This is an optimization exercise on Yosys and OpenROAD, whose aim is small area, not a production implementation. The RTL was checked by simulation tests, not by an equivalence proof against the original design. Power is estimated from default activity; no workload was simulated. No driver is modelled on the clock port, so clocking that relies on it looks cheaper here than on a real chip.

## job 102
==> flow/design.v <==
`default_nettype none
package shell_pkg;
   localparam int RST_SLICE_STAGES = 4;            
   localparam int NUM_DDR   = 4;
   localparam int DDR_C_IDX = 2;                   
   localparam logic [31:0] CL_ID0_WORD = {16'hF010, 16'h1A2B};
   localparam logic [31:0] CL_ID1_WORD = {16'h0D51, 16'h1A2B};
   typedef enum logic [1:0] {
      FLR_IDLE    = 2'd0,    
      FLR_ARMED   = 2'd1,    
      FLR_DONE_HI = 2'd2,    
      FLR_DONE_LO = 2'd3     
   } flr_state_t;
endpackage
`default_nettype wire
`default_nettype none
package ddr_stat_pkg;
   localparam int STAT_ADDR_W = 8;
   localparam int STAT_DATA_W = 32;
   localparam int STAT_INT_W  = 8;
   localparam int STAT_REQ_W = 2 + STAT_ADDR_W + STAT_DATA_W;            
   localparam int STAT_ACK_W = 1 + STAT_INT_W + STAT_DATA_W;             
   localparam int STAT_STAGES = 8;     
   localparam int NUM_STAT_CH = 3;
   typedef enum logic [1:0] {
      STAT_CH_A = 2'd0,
      STAT_CH_B = 2'd1,
      STAT_CH_D = 2'd2
   } stat_ch_t;
endpackage
`default_nettype wire
`timescale 1ns/1ps
`default_nettype none
import shell_pkg::*;
import ddr_stat_pkg::*;
module shell_ctrl
(
   input  logic                   clk_main_a0,
   input  logic                   sync_rst_n,
   input  logic                   flr_assert,       
   input  logic [NUM_STAT_CH-1:0] ddr_ready_abd,    
   input  logic                   ddr_c_ready,
   output logic                   flr_done,
   output logic [NUM_DDR-1:0]     ddr_ready,        
   output logic                   ddr_rst_n,
   output logic                   core_rst_n,
   output logic                   pipe_valid        
);
   shell_pkg::flr_state_t flr_state;
   shell_pkg::flr_state_t flr_state_nxt;
   logic       flr_assert_q;                        
   always_ff @(posedge clk_main_a0 or negedge sync_rst_n)
   begin
      if (!sync_rst_n)
      begin
         flr_assert_q <= 1'b0;
         flr_state    <= FLR_IDLE;
      end
      else
      begin
         flr_assert_q <= flr_assert;
         flr_state    <= flr_state_nxt;
      end
   end
   always_comb
   begin
      flr_state_nxt = flr_state;
      case (flr_state)
         FLR_IDLE:
            if (flr_assert)
               flr_state_nxt = FLR_ARMED;               
         FLR_ARMED:
            flr_state_nxt = FLR_DONE_HI;                
         FLR_DONE_HI:
            flr_state_nxt = flr_assert_q ? FLR_DONE_LO : FLR_IDLE;
         FLR_DONE_LO:
            flr_state_nxt = flr_assert_q ? FLR_DONE_HI : FLR_IDLE;
         default:
            flr_state_nxt = FLR_IDLE;
      endcase
   end
   assign flr_done = (flr_state == FLR_DONE_HI);
   logic ddr_c_ready_q;                             
   always_ff @(posedge clk_main_a0 or negedge sync_rst_n)
   begin
      if (!sync_rst_n)
         ddr_c_ready_q <= 1'b0;
      else
         ddr_c_ready_q <= ddr_c_ready;
   end
   assign ddr_ready = {ddr_ready_abd[NUM_STAT_CH-1:DDR_C_IDX],
                       ddr_c_ready_q,
                       ddr_ready_abd[DDR_C_IDX-1:0]};
   logic [2:0] rel_cnt;
   logic       rel_done;
   always_ff @(posedge clk_main_a0 or negedge sync_rst_n)
   begin
      if (!sync_rst_n)
      begin
         rel_cnt  <= '0;
         rel_done <= 1'b0;
      end
      else
      begin
         rel_cnt <= rel_cnt + 3'd1;
         if (&rel_cnt)
            rel_done <= 1'b1;
      end
   end
   assign ddr_rst_n  = rel_cnt[2] | rel_done;
   assign core_rst_n = rel_cnt[2] | rel_done;
   assign pipe_valid = rel_done;
endmodule
`default_nettype wire
`timescale 1ns/1ps
`default_nettype none
import ddr_stat_pkg::*;
module ddr_stat_channel
(
   input  logic                   clk_main_a0,
   input  logic                   pipe_valid,       
   input  logic                   host_wr,          
   input  logic                   host_rd,          
   input  logic [STAT_ADDR_W-1:0] host_addr,
   input  logic [STAT_DATA_W-1:0] host_wdata,
   input  logic                   mem_ack,
   input  logic [STAT_INT_W-1:0]  mem_int,
   input  logic [STAT_DATA_W-1:0] mem_rdata,
   output logic                   mem_wr,
   output logic                   mem_rd,
   output logic [STAT_ADDR_W-1:0] mem_addr,
   output logic [STAT_DATA_W-1:0] mem_wdata,
   output logic                   host_ack,
   output logic [STAT_INT_W-1:0]  host_int,
   output logic [STAT_DATA_W-1:0] host_rdata
);
   logic [STAT_REQ_W-1:0] req_pipe [STAT_STAGES];    
   logic [STAT_ACK_W-1:0] ack_pipe [STAT_STAGES];    
   always_ff @(posedge clk_main_a0)
   begin
      req_pipe[0] <= {host_wr, host_rd, host_addr, host_wdata};
      ack_pipe[0] <= {mem_ack, mem_int, mem_rdata};
      for (int i = 1; i < STAT_STAGES; i++)
      begin
         req_pipe[i] <= req_pipe[i-1];              
         ack_pipe[i] <= ack_pipe[i-1];              
      end
   end
   assign {mem_wr, mem_rd, mem_addr, mem_wdata} = req_pipe[STAT_STAGES-1] & {STAT_REQ_W{pipe_valid}};
   assign {host_ack, host_int, host_rdata}      = ack_pipe[STAT_STAGES-1] & {STAT_ACK_W{pipe_valid}};
endmodule
`default_nettype wire
`timescale 1ns/1ps
`default_nettype none
import shell_pkg::*;
import ddr_stat_pkg::*;
module cl_shell_bridge
(
   input  logic                                    clk_main_a0,
   input  logic                                    sync_rst_n,
   input  logic                                    flr_assert,
   input  logic [NUM_STAT_CH-1:0]                  ddr_ready_abd,    
   input  logic                                    ddr_c_ready,
   input  logic [NUM_STAT_CH-1:0]                  host_stat_wr,
   input  logic [NUM_STAT_CH-1:0]                  host_stat_rd,
   input  logic [NUM_STAT_CH-1:0][STAT_ADDR_W-1:0] host_stat_addr,
   input  logic [NUM_STAT_CH-1:0][STAT_DATA_W-1:0] host_stat_wdata,
   input  logic [NUM_STAT_CH-1:0]                  mem_stat_ack,
   input  logic [NUM_STAT_CH-1:0][STAT_INT_W-1:0]  mem_stat_int,
   input  logic [NUM_STAT_CH-1:0][STAT_DATA_W-1:0] mem_stat_rdata,
   output logic                                    flr_done,
   output logic [NUM_DDR-1:0]                      ddr_ready,        
   output logic                                    ddr_rst_n,
   output logic                                    core_rst_n,
   output logic [31:0]                             cl_id0,
   output logic [31:0]                             cl_id1,
   output logic [NUM_STAT_CH-1:0]                  mem_stat_wr,
   output logic [NUM_STAT_CH-1:0]                  mem_stat_rd,
   output logic [NUM_STAT_CH-1:0][STAT_ADDR_W-1:0] mem_stat_addr,
   output logic [NUM_STAT_CH-1:0][STAT_DATA_W-1:0] mem_stat_wdata,
   output logic [NUM_STAT_CH-1:0]                  host_stat_ack,
   output logic [NUM_STAT_CH-1:0][STAT_INT_W-1:0]  host_stat_int,
   output logic [NUM_STAT_CH-1:0][STAT_DATA_W-1:0] host_stat_rdata
);
   assign cl_id0 = CL_ID0_WORD;     
   assign cl_id1 = CL_ID1_WORD;     
   logic pipe_valid;
   shell_ctrl u_ctrl (
      .clk_main_a0   (clk_main_a0),
      .sync_rst_n    (sync_rst_n),
      .flr_assert    (flr_assert),
      .ddr_ready_abd (ddr_ready_abd),
      .ddr_c_ready   (ddr_c_ready),
      .flr_done      (flr_done),
      .ddr_ready     (ddr_ready),
      .ddr_rst_n     (ddr_rst_n),
      .core_rst_n    (core_rst_n),
      .pipe_valid    (pipe_valid)
   );
   for (genvar ch = 0; ch < NUM_STAT_CH; ch++)
   begin : g_stat
      case (ch)
         STAT_CH_A:
         begin : g_a
            ddr_stat_channel u_stat_a (
               .clk_main_a0 (clk_main_a0),     .pipe_valid (pipe_valid),
               .host_wr     (host_stat_wr[ch]), .host_rd    (host_stat_rd[ch]),
               .host_addr   (host_stat_addr[ch]), .host_wdata (host_stat_wdata[ch]),
               .mem_ack     (mem_stat_ack[ch]), .mem_int    (mem_stat_int[ch]),
               .mem_rdata   (mem_stat_rdata[ch]),
               .mem_wr      (mem_stat_wr[ch]),  .mem_rd     (mem_stat_rd[ch]),
               .mem_addr    (mem_stat_addr[ch]), .mem_wdata  (mem_stat_wdata[ch]),
               .host_ack    (host_stat_ack[ch]), .host_int   (host_stat_int[ch]),
               .host_rdata  (host_stat_rdata[ch])
            );
         end
         STAT_CH_B:
         begin : g_b
            ddr_stat_channel u_stat_b (
               .clk_main_a0 (clk_main_a0),     .pipe_valid (pipe_valid),
               .host_wr     (host_stat_wr[ch]), .host_rd    (host_stat_rd[ch]),
               .host_addr   (host_stat_addr[ch]), .host_wdata (host_stat_wdata[ch]),
               .mem_ack     (mem_stat_ack[ch]), .mem_int    (mem_stat_int[ch]),
               .mem_rdata   (mem_stat_rdata[ch]),
               .mem_wr      (mem_stat_wr[ch]),  .mem_rd     (mem_stat_rd[ch]),
               .mem_addr    (mem_stat_addr[ch]), .mem_wdata  (mem_stat_wdata[ch]),
               .host_ack    (host_stat_ack[ch]), .host_int   (host_stat_int[ch]),
               .host_rdata  (host_stat_rdata[ch])
            );
         end
         default:
         begin : g_d
            ddr_stat_channel u_stat_d (
               .clk_main_a0 (clk_main_a0),     .pipe_valid (pipe_valid),
               .host_wr     (host_stat_wr[ch]), .host_rd    (host_stat_rd[ch]),
               .host_addr   (host_stat_addr[ch]), .host_wdata (host_stat_wdata[ch]),
               .mem_ack     (mem_stat_ack[ch]), .mem_int    (mem_stat_int[ch]),
               .mem_rdata   (mem_stat_rdata[ch]),
               .mem_wr      (mem_stat_wr[ch]),  .mem_rd     (mem_stat_rd[ch]),
               .mem_addr    (mem_stat_addr[ch]), .mem_wdata  (mem_stat_wdata[ch]),
               .host_ack    (host_stat_ack[ch]), .host_int   (host_stat_int[ch]),
               .host_rdata  (host_stat_rdata[ch])
            );
         end
      endcase
   end
endmodule
`default_nettype wire
Settings: LEC_CHECK=0, CAP_MARGIN=20, CORE_MARGIN=2, CORE_UTILIZATION=60, PLACE_DENSITY=0.7, SLEW_MARGIN=20; clock period 5.0 ns.
standard.sh (not shown) runs the stock make flow with config.mk's settings and CLKGATE_MAP_FILE= SYNTH_SCRIPT=/design/flow/synth_recipe.tcl, a recipe that flattens the netlist after the stock synthesis.
==> flow/flow/run.sh <==
#!/bin/bash
# Standard layout, with buf_1 port buffers and CTS tuned for large sink clusters
# without dummy loads. All tool output goes to flow_make.log and ORFS's own logs.
set -euo pipefail
bash standard.sh \
  "BUFFER_PORTS_ARGS=-buffer_cell sky130_fd_sc_hd__buf_1" \
  "CTS_ARGS=-sink_clustering_enable -repair_clock_nets -dont_use_dummy_load -sink_clustering_size 36 -sink_clustering_max_diameter 100" \
  finish > flow_make.log 2>&1
The final layout from job 102, which completed every stage, passed the timing, design-rule and antenna checks at the end of the flow.
Edits applied to the flow inputs when going from job 102 to job 103:
-- flow/flow/run.sh --
<<< job 102, line 7
  "CTS_ARGS=-sink_clustering_enable -repair_clock_nets -dont_use_dummy_load -sink_clustering_size 36 -sink_clustering_max_diameter 100" \
>>> job 103, line 7
  "CTS_ARGS=-sink_clustering_enable -repair_clock_nets -dont_use_dummy_load -sink_clustering_size 38 -sink_clustering_max_diameter 100" \
==> comparison <==
- met2 track demand over resource is higher on job 102
- Maximum operating frequency: job 102 vs job 103, no meaningful difference
- Switching share of power: job 103 vs job 102, no meaningful difference
- Job 103 gives less routed wire length than job 102 did.
- Between job 102 and job 103, the clock-buffer cell count is lower for job 103.
- Core utilization: job 103 lower than job 102

==> static timing again, ports no longer ideal <==
No port has a modelled driver above. Below, the same layouts with a new extraction and two added sets of constraints.
Step 1, drivers: a clkbuf_16 drives clk_main_a0 and a buf_2 each remaining input, both assumed.
Step 2 moves the port delays by t, midway between the first and last clock arrival at a register: inputs arrive t later, outputs are due t later. That takes back most of the time a late clock gives input paths.
a / b / c = no drivers / after step 1 / after step 2; a / b = the first two.
run	t, ns	setup slack, ns	worst setup path after step 2
job 102	0.663	1.748 / 1.686 / 2.350	register to output
job 103	0.694	1.746 / 1.683 / 2.377	register to output
After both steps setup and hold are still met in every run listed.
